What follows belongs to an exercise in optimizing a design on an open flow for small area, a short achievable clock period and few clock cycles per item; a production flow would make more cautious choices. Function was checked by simulation only, so behaviour that the tests miss may differ from the original. Power figures rest on the tool's default switching activity, not on a simulated workload.

==> flow/config.mk <==
export PLATFORM = sky130hd
export DESIGN_NAME = load_store_buffer
export DESIGN_NICKNAME = load_store_buffer
export VERILOG_FILES = /design/flow/design.v
export SDC_FILE = /design/flow/constraint.sdc
export NUM_CORES = 4
export LEC_CHECK = 0
export CAP_MARGIN = 20
export CORE_MARGIN = 2
export CORE_UTILIZATION = 40
export SLEW_MARGIN = 20
==> flow/constraint.sdc <==
create_clock -name core_clock -period 6.0 [get_ports {clk}]
set_input_delay 1.2000 -clock core_clock [delete_from_list [all_inputs] [get_ports {clk}]]
set_output_delay 1.2000 -clock core_clock [all_outputs]
set_load 0.01 [all_outputs]
==> flow/design.v <==
`timescale 1ns/1ps
package lsb_pkg;
    typedef logic [32-1:0] word_t;
    typedef logic [4-1:0] rob_tag_t;
    typedef logic [$clog2(8)-1:0] lsb_index_t;
    typedef enum logic [3:0] {
        LB, LBU, LH, LHU, LW, SB, SH, SW
    } ls_op_e;
    typedef enum logic [2:0] {
        MEM_SIZE_1 = 3'd1,
        MEM_SIZE_2 = 3'd2,
        MEM_SIZE_4 = 3'd4
    } mem_size_e;
    typedef union packed {
        word_t word;
        struct packed {
            logic [15:0] high_half;
            struct packed {
                logic [7:0] high_byte;
                logic [7:0] low_byte;
            } low_half;
        } lanes;
    } mem_word_u;
endpackage
`timescale 1ns/1ps
`timescale 1ns/1ps
`timescale 1ns/1ps
`timescale 1ns/1ps
module load_align (
    input  logic [31:0] mem_rdata,
    input  logic [2:0]  op,
    output logic [31:0] load_value
);
    logic byte_op;
    logic half_op;
    logic sign;
    assign byte_op = op[2:1] == 2'b00;
    assign half_op = op[2:1] == 2'b01;
    assign sign    = !op[0] && (byte_op ? mem_rdata[7] : mem_rdata[15]);
    assign load_value[7:0]   = mem_rdata[7:0];
    assign load_value[15:8]  = byte_op ? {8{sign}} : mem_rdata[15:8];
    assign load_value[31:16] = (byte_op || half_op) ? {16{sign}} : mem_rdata[31:16];
endmodule
`timescale 1ns/1ps
module load_store_buffer (
    input  logic       clk,
    input  logic       rst,
    input  logic       dis_valid,
    input  logic [3:0]  dis_op,
    input  logic [3:0] dis_tag,
    input  logic [31:0] dis_vj,
    input  logic [31:0] dis_vk,
    input  logic [31:0] dis_imm,
    input  logic [3:0] dis_qj,
    input  logic [3:0] dis_qk,
    input  logic       alu_cdb_valid,
    input  logic [31:0] alu_cdb_value,
    input  logic [3:0] alu_cdb_tag,
    input  logic       rob_cdb_valid,
    input  logic [31:0] rob_cdb_value,
    input  logic [3:0] rob_cdb_tag,
    input  logic       rob_commit,
    input  logic       mem_ready,
    input  logic [31:0] mem_rdata,
    output logic       mem_request,
    output logic       mem_write,
    output logic [31:0] mem_address,
    output logic [2:0]  mem_size,
    output logic [31:0] mem_wdata,
    output logic       lsb_cdb_valid,
    output logic [31:0] lsb_cdb_value,
    output logic [3:0] lsb_cdb_tag,
    output logic       full
);
    localparam int N = 7;
    logic [2:0]  op_q [N];
    logic [3:0]  qj_q [N];
    logic [3:0]  qk_q [N];    
    logic [31:0] vj_q [N];
    logic [31:0] vk_q [N];
    logic [31:0] ai_q [N];    
    logic [N-1:0] pend;       
    logic [2:0] head;
    logic [2:0] tail;
    logic [2:0] aptr;
    logic [2:0] count;
    logic [2:0] commits;      
    logic       busy;         
    logic       cur_load;     
    logic [2:0] cur_op;
    logic [3:0] cur_tag;
    function automatic logic [2:0] inc(logic [2:0] p);
        inc = (p == 3'd6) ? 3'd0 : p + 3'd1;
    endfunction
    function automatic logic is_store(logic [2:0] op);
        is_store = op[2] && (op[1] || op[0]);
    endfunction
    logic [2:0] h_op;
    logic       h_store;
    logic       h_ok;
    logic       has_commit;
    assign h_op       = op_q[head];
    assign h_store    = is_store(h_op);
    assign has_commit = commits != 3'd0 || rob_commit;
    assign h_ok       = count != 3'd0 && !pend[head] &&
                        (!h_store || (qk_q[head] == 4'd0 && has_commit));
    assign mem_request = h_ok && (!busy || mem_ready);
    assign mem_write   = h_store;
    assign mem_address = ai_q[head];
    assign mem_size    = (h_op[2:1] == 2'b00 || h_op == 3'd5) ? 3'd1 :
                         (h_op[2:1] == 2'b01 || h_op == 3'd6) ? 3'd2 : 3'd4;
    assign mem_wdata   = vk_q[head];
    assign full = count == 3'd7 && !mem_request;
    assign lsb_cdb_valid = mem_ready && cur_load;
    assign lsb_cdb_tag   = cur_tag;
    load_align i_align (
        .mem_rdata(mem_rdata), .op(cur_op), .load_value(lsb_cdb_value)
    );
    always_ff @(posedge clk) begin
        if (rst) begin
            head     <= '0;
            tail     <= '0;
            count    <= '0;
            commits  <= '0;
            busy     <= 1'b0;
            cur_load <= 1'b0;
        end else begin
            if (dis_valid) tail <= inc(tail);
            if (mem_request) head <= inc(head);
            count <= count + 3'(dis_valid) - 3'(mem_request);
            commits <= commits + 3'(rob_commit) - 3'(mem_request && h_store);
            if (mem_request) begin
                busy     <= 1'b1;
                cur_load <= !h_store;
            end else if (mem_ready) begin
                busy     <= 1'b0;
                cur_load <= 1'b0;
            end
        end
    end
    always_ff @(posedge clk) begin
        if (mem_request) begin
            cur_op  <= h_op;
            cur_tag <= qk_q[head];
        end
    end
    function automatic logic hit(logic [3:0] q, logic v, logic [3:0] t);
        hit = v && q != 4'd0 && q == t;
    endfunction
    logic        dj_a, dj_r, dj_l, dk_a, dk_r, dk_l;
    logic [31:0] dis_j, dis_k;
    logic        dis_store;
    assign dis_store = is_store(dis_op[2:0]);
    assign dj_a = hit(dis_qj, alu_cdb_valid, alu_cdb_tag);
    assign dj_r = hit(dis_qj, rob_cdb_valid, rob_cdb_tag);
    assign dj_l = hit(dis_qj, lsb_cdb_valid, lsb_cdb_tag);
    assign dk_a = hit(dis_qk, alu_cdb_valid, alu_cdb_tag);
    assign dk_r = hit(dis_qk, rob_cdb_valid, rob_cdb_tag);
    assign dk_l = hit(dis_qk, lsb_cdb_valid, lsb_cdb_tag);
    assign dis_j = dj_a ? alu_cdb_value : dj_r ? rob_cdb_value :
                   dj_l ? lsb_cdb_value : dis_vj;
    assign dis_k = dk_a ? alu_cdb_value : dk_r ? rob_cdb_value :
                   dk_l ? lsb_cdb_value : dis_vk;
    logic        add_go;
    logic [31:0] add_sum;
    assign add_go  = pend[aptr] && qj_q[aptr] == 4'd0;
    assign add_sum = vj_q[aptr] + ai_q[aptr];
    always_ff @(posedge clk) begin
        if (rst) begin
            aptr <= '0;
            pend <= '0;
        end else begin
            if (add_go) begin
                aptr       <= inc(aptr);
                pend[aptr] <= 1'b0;
            end
            if (dis_valid) pend[tail] <= 1'b1;
        end
    end
    always_ff @(posedge clk) begin
        for (int s = 0; s < N; s++) begin
            if (dis_valid && tail == 3'(s)) begin
                op_q[s] <= dis_op[2:0];
                qj_q[s] <= (dj_a || dj_r || dj_l) ? 4'd0 : dis_qj;
                vj_q[s] <= dis_j;
                qk_q[s] <= !dis_store ? dis_tag : (dk_a || dk_r || dk_l) ? 4'd0 : dis_qk;
                vk_q[s] <= dis_k;
                ai_q[s] <= dis_imm;
            end else begin
                if (hit(qj_q[s], alu_cdb_valid, alu_cdb_tag)) begin
                    qj_q[s] <= 4'd0;
                    vj_q[s] <= alu_cdb_value;
                end else if (hit(qj_q[s], rob_cdb_valid, rob_cdb_tag)) begin
                    qj_q[s] <= 4'd0;
                    vj_q[s] <= rob_cdb_value;
                end else if (hit(qj_q[s], lsb_cdb_valid, lsb_cdb_tag)) begin
                    qj_q[s] <= 4'd0;
                    vj_q[s] <= lsb_cdb_value;
                end
                if (is_store(op_q[s])) begin
                    if (hit(qk_q[s], alu_cdb_valid, alu_cdb_tag)) begin
                        qk_q[s] <= 4'd0;
                        vk_q[s] <= alu_cdb_value;
                    end else if (hit(qk_q[s], rob_cdb_valid, rob_cdb_tag)) begin
                        qk_q[s] <= 4'd0;
                        vk_q[s] <= rob_cdb_value;
                    end else if (hit(qk_q[s], lsb_cdb_valid, lsb_cdb_tag)) begin
                        qk_q[s] <= 4'd0;
                        vk_q[s] <= lsb_cdb_value;
                    end
                end
                if (add_go && aptr == 3'(s)) begin
                    ai_q[s] <= add_sum;
                end
            end
        end
    end
endmodule
==> flow/run.sh <==
#!/bin/bash
# synth_recipe.tcl (not shown) runs the flow's synth.tcl, then flattens the netlist and writes it again
# the make line also repeats each setting of config.mk as NAME=value (left out here)
make -C /OpenROAD-flow-scripts/flow DESIGN_CONFIG=/design/flow/config.mk WORK_HOME=/design/flow/orfs CLKGATE_MAP_FILE= SYNTH_SCRIPT=/design/flow/synth_recipe.tcl finish
==> out/results.ini <==
[clock_tree]
tritoncts=yes
clkTransAtPathRegs_ns=0.06
cts_sinks=780
worst_skew_pair.late_latency_ns=0.69
holdBufCountCts=0
cts_buffers=92
cts_resized=0
post_cts_buffers=0
cts_root_buf=clkbuf_16
clock_path_buffers=3
htreeDepth=3

[logic_synthesis]
netlist_area_um2=53300
synth_edf_count=756
yosysSeqAreaShare_pct=43.5
syn-num-nets=6142
netlist_instances=5864
syn_area_per_cell_um2=9.09
ys_ff_latch=780
yosys.cell_types.count=71
synth_ff_type=edfxtp_1
yosys_warnings=7
synthArstFlopShare_pct=0

[floorplan]
fp.dieH_um=369
start_util_pct=40.4
rows=133
dieArea_um2=136000
pin_count=330
fp.dieW_um=369
core_area_um2=132000

[placed_design]
placed_cell_area_um2=58700
dp.cells=7462
place_congestion=0.947
io_buffers=328
dp_hpwl_mm=139

[cells_and_area]
area_growth_pct=15.8
final_cell_mix=nand2_1 (837), edfxtp_1 (756), o21ai_0 (500), mux2i_1 (486), nor2_1 (451)
drive_above_1_share_pct=8.38
final_nets=6079
layout.cells.most_common=nand2_1
stdcell_count=7633
fin_area_um2=61700

[worst_setup_path]
critical_path_required_ns=6.41
r2r_slack_ns=0.59
endpoint=ai_q[2][30]$_DFFE_PP_
r2r_end=ai_q[2][30]$_DFFE_PP_
cp-end-kind=flop
cp_max_fo=38
crit_chain=inv_1 -> ha_1 -> ha_2 -> or4_4 -> nor2_1 -> a41oi_1 -> ha_1 -> fa_1 -> a21o_1 -> a31oi_1 -> o211ai_1 -> nand3_1 -> nand2_1 -> o21ai_0 -> xor2_1 -> o21ai_0
slowest_stage=or4_4
cp-start-kind=flop
crit_start=aptr[0]$_SDFFE_PP0P_
worstReg2RegStart=aptr[0]$_SDFFE_PP0P_
max_stage_delay_ns=0.78
arrival_ns=5.82
worst-setup-path-type=reg -> reg
reg2reg_depth=16

[route]
routed.top_layer=met5
wl_met1_mm=87.0
avgRoutedWirePerCell_um=29.1
vias_per_cell=6.45
wl_mm=222
ant_nets=0
drc=0
wl_met3_mm=24.0
via_count=49200
wl_met2_mm=100
drt-initial-drc-count=6851
drtPass1Iterations=6

[power]
p_per_area_nw_per_um2=379
p_sw_w=0.00868
p_seq_share_pct=32.5
p_clk_share_pct=24.3
combPwrFrac_pct=43.3
power.leakage_nw=19.6
ir_drop_mv=0.245
switching_share_pct=37.1
internal_power_w=0.0147

[global_routing]
grt_first_pass_wirelength_mm=318
grt_pass1_vias=46300
grt_antenna_before_repair=10
grt_util_all_layers_pct=31.4
grt_max_degree=106
overflow=0

[sta]
timing.slew.headroom_pct=28.6
fin_tns_setup_ns=0
slew_violations=0
worstMarginPinSlew_ns=1.06
min_period_over_period_pct=90.2
clock.fmax_mhz=185
skew_ns=0.0240
hold_viol_final=0
min_period_ns=5.41
report.final.setup_viol=0
rsz0062_at_grt=false

[job]
drv_cap=0

[min_path]
hold_path.class=reg -> reg

[outcome]
outcome=no timing/DRC/antenna violations

[power groups by stage]
stage	combinational [W]	clock, W	sequential (W)
4_1_cts	0.00997	0.00567	0.00758
5_1_grt	0.0110	0.00587	0.00763
3_5_place_dp	0.00992	0	0.00769
3_3_place_gp	0.00971	0	0.00768
6_report	0.0101	0.00567	0.00759
2_1_floorplan	0.00623	0	0.00758
[worst min-delay path by stage]
stage | cells past startpoint | from | to
6_report | 2 | cur_load$_SDFFE_PP0P_ | cur_load$_SDFFE_PP0P_
4_1_cts | 2 | pend[2]$_SDFF_PP0_ | pend[2]$_SDFF_PP0_
3_3_place_gp | 2 | busy$_SDFFE_PP0P_ | busy$_SDFFE_PP0P_
5_1_grt | 2 | pend[2]$_SDFF_PP0_ | pend[2]$_SDFF_PP0_
3_5_place_dp | 2 | cur_load$_SDFFE_PP0P_ | cur_load$_SDFFE_PP0P_
2_1_floorplan | 2 | pend[0]$_SDFF_PP0_ | pend[0]$_SDFF_PP0_
[per-layer routing]
| metal | GRT usage (%) | up-vias |
|---|---|---|
| met4 | 14.8 | 8 |
| met2 | 49.6 | 3078 |
| met3 | 5.31 | 605 |
| li1 | - | 21700 |
| met1 | 41.7 | 23800 |
| met5 | 0 | - |
[area by class of cell]
| type | count | area [um^2] |
|---|---|---|
| fillers | 12400 | 70100 |
| inverters | 43 | 179 |
| repair buffers | 556 | 5480 |
| multi-input cells | 4328 | 27700 |
| clock buffers | 120 | 2500 |
| clock inverters | 47 | 438 |
| flip-flops and latches | 780 | 23200 |
| well taps | 1755 | 2200 |
| diodes | 4 | 10.0 |
[Yosys cell counts (all sizes together) (40+ instances only)]
master,count,area share (%)
a211oi,172,2.4
a21oi,335,3.1
a222oi,66,1.2
a22oi,221,3.1
a41oi,103,1.7
buf,114,1.0
clkbuf,599,4.2
edfxtp,756,43
ha,52,1.2
inv,43,0.30
mux2i,486,9.1
nand2,841,5.9
nand4,47,0.55
nor2,476,3.4
nor3,94,0.88
o211ai,224,3.2
o21a,174,2.5
o21ai,539,5.1
xnor2,137,2.3
xor2,40,0.66
[state kept, by name (all words and copies together), names as in the netlist, 4 cells and up]
signal	cells
ai_q	224
vj_q	224
vk_q	224
qj_q	28
qk_q	28
op_q	21
pend	7
cur_tag	4
[through the flow]
stage                     hold WS, ns  total power [W]  worst slack, ns  util, %
after floorplan                 0.444           0.0138            0.868        -
after global placement          0.480           0.0174            0.752     44.6
after detailed placement        0.484           0.0176            0.700     44.6
after CTS                       0.492           0.0232            0.643     46.8
after global routing            0.532           0.0245            0.261     46.8
final                           0.496           0.0234            0.586     46.8
[critical path: cells and delay by family, from the launching register on]
family	cells	cell delay, ns
AO/OA/AOI/OAI	6	1.34
adder cells (fa/ha/maj)	4	1.31
AND/OR/NAND/NOR	4	1.27
flip-flops	1	0.55
XOR/XNOR	1	0.45
buffers and inverters	1	0.16
[cells by family (layout without fill, tap and decap cells)]
group | Yosys count | in the layout | share of synthesized area, %
adders and majority gates | 55 | 55 | 1.33
other | 0 | 4 | 0
buffers and inverters | 756 | 766 | 5.52
AOI/OAI and AO/OA | 1969 | 1969 | 24.3
and+or+nand+nor | 1600 | 1600 | 12.4
muxes | 527 | 527 | 10.0
xor gates and xnor gates | 177 | 177 | 2.91
DFF | 780 | 780 | 43.5
Testbench counts, summed over its fixed seeds: cycles 4,932, ops 2,560.

what the ideal ports hide:
No port has a modelled driver above. Below, the same layout with a new extraction and two added sets of constraints.
Step 1, drivers: a clkbuf_16 drives clk and a buf_2 each remaining input, both assumed.
Step 2, shift: input delay + t, output delay - t, t = (earliest + latest rising clock arrival at the registers) / 2. This alone moves slack from input paths to output paths.
a / b / c = ideal ports / drivers / drivers and shift; a / b = the first two.
t (ns): 0.765
setup slack, ns: 0.586 / 0.586 / 0.586
worst data-port slew with drivers (ns): 0.16
cell pins on the clock port's net: 1
After both steps this run still meets setup and hold. For this run, drivers alone change the setup slack by 0.000 ns; drivers and shift together by 0.000 ns.
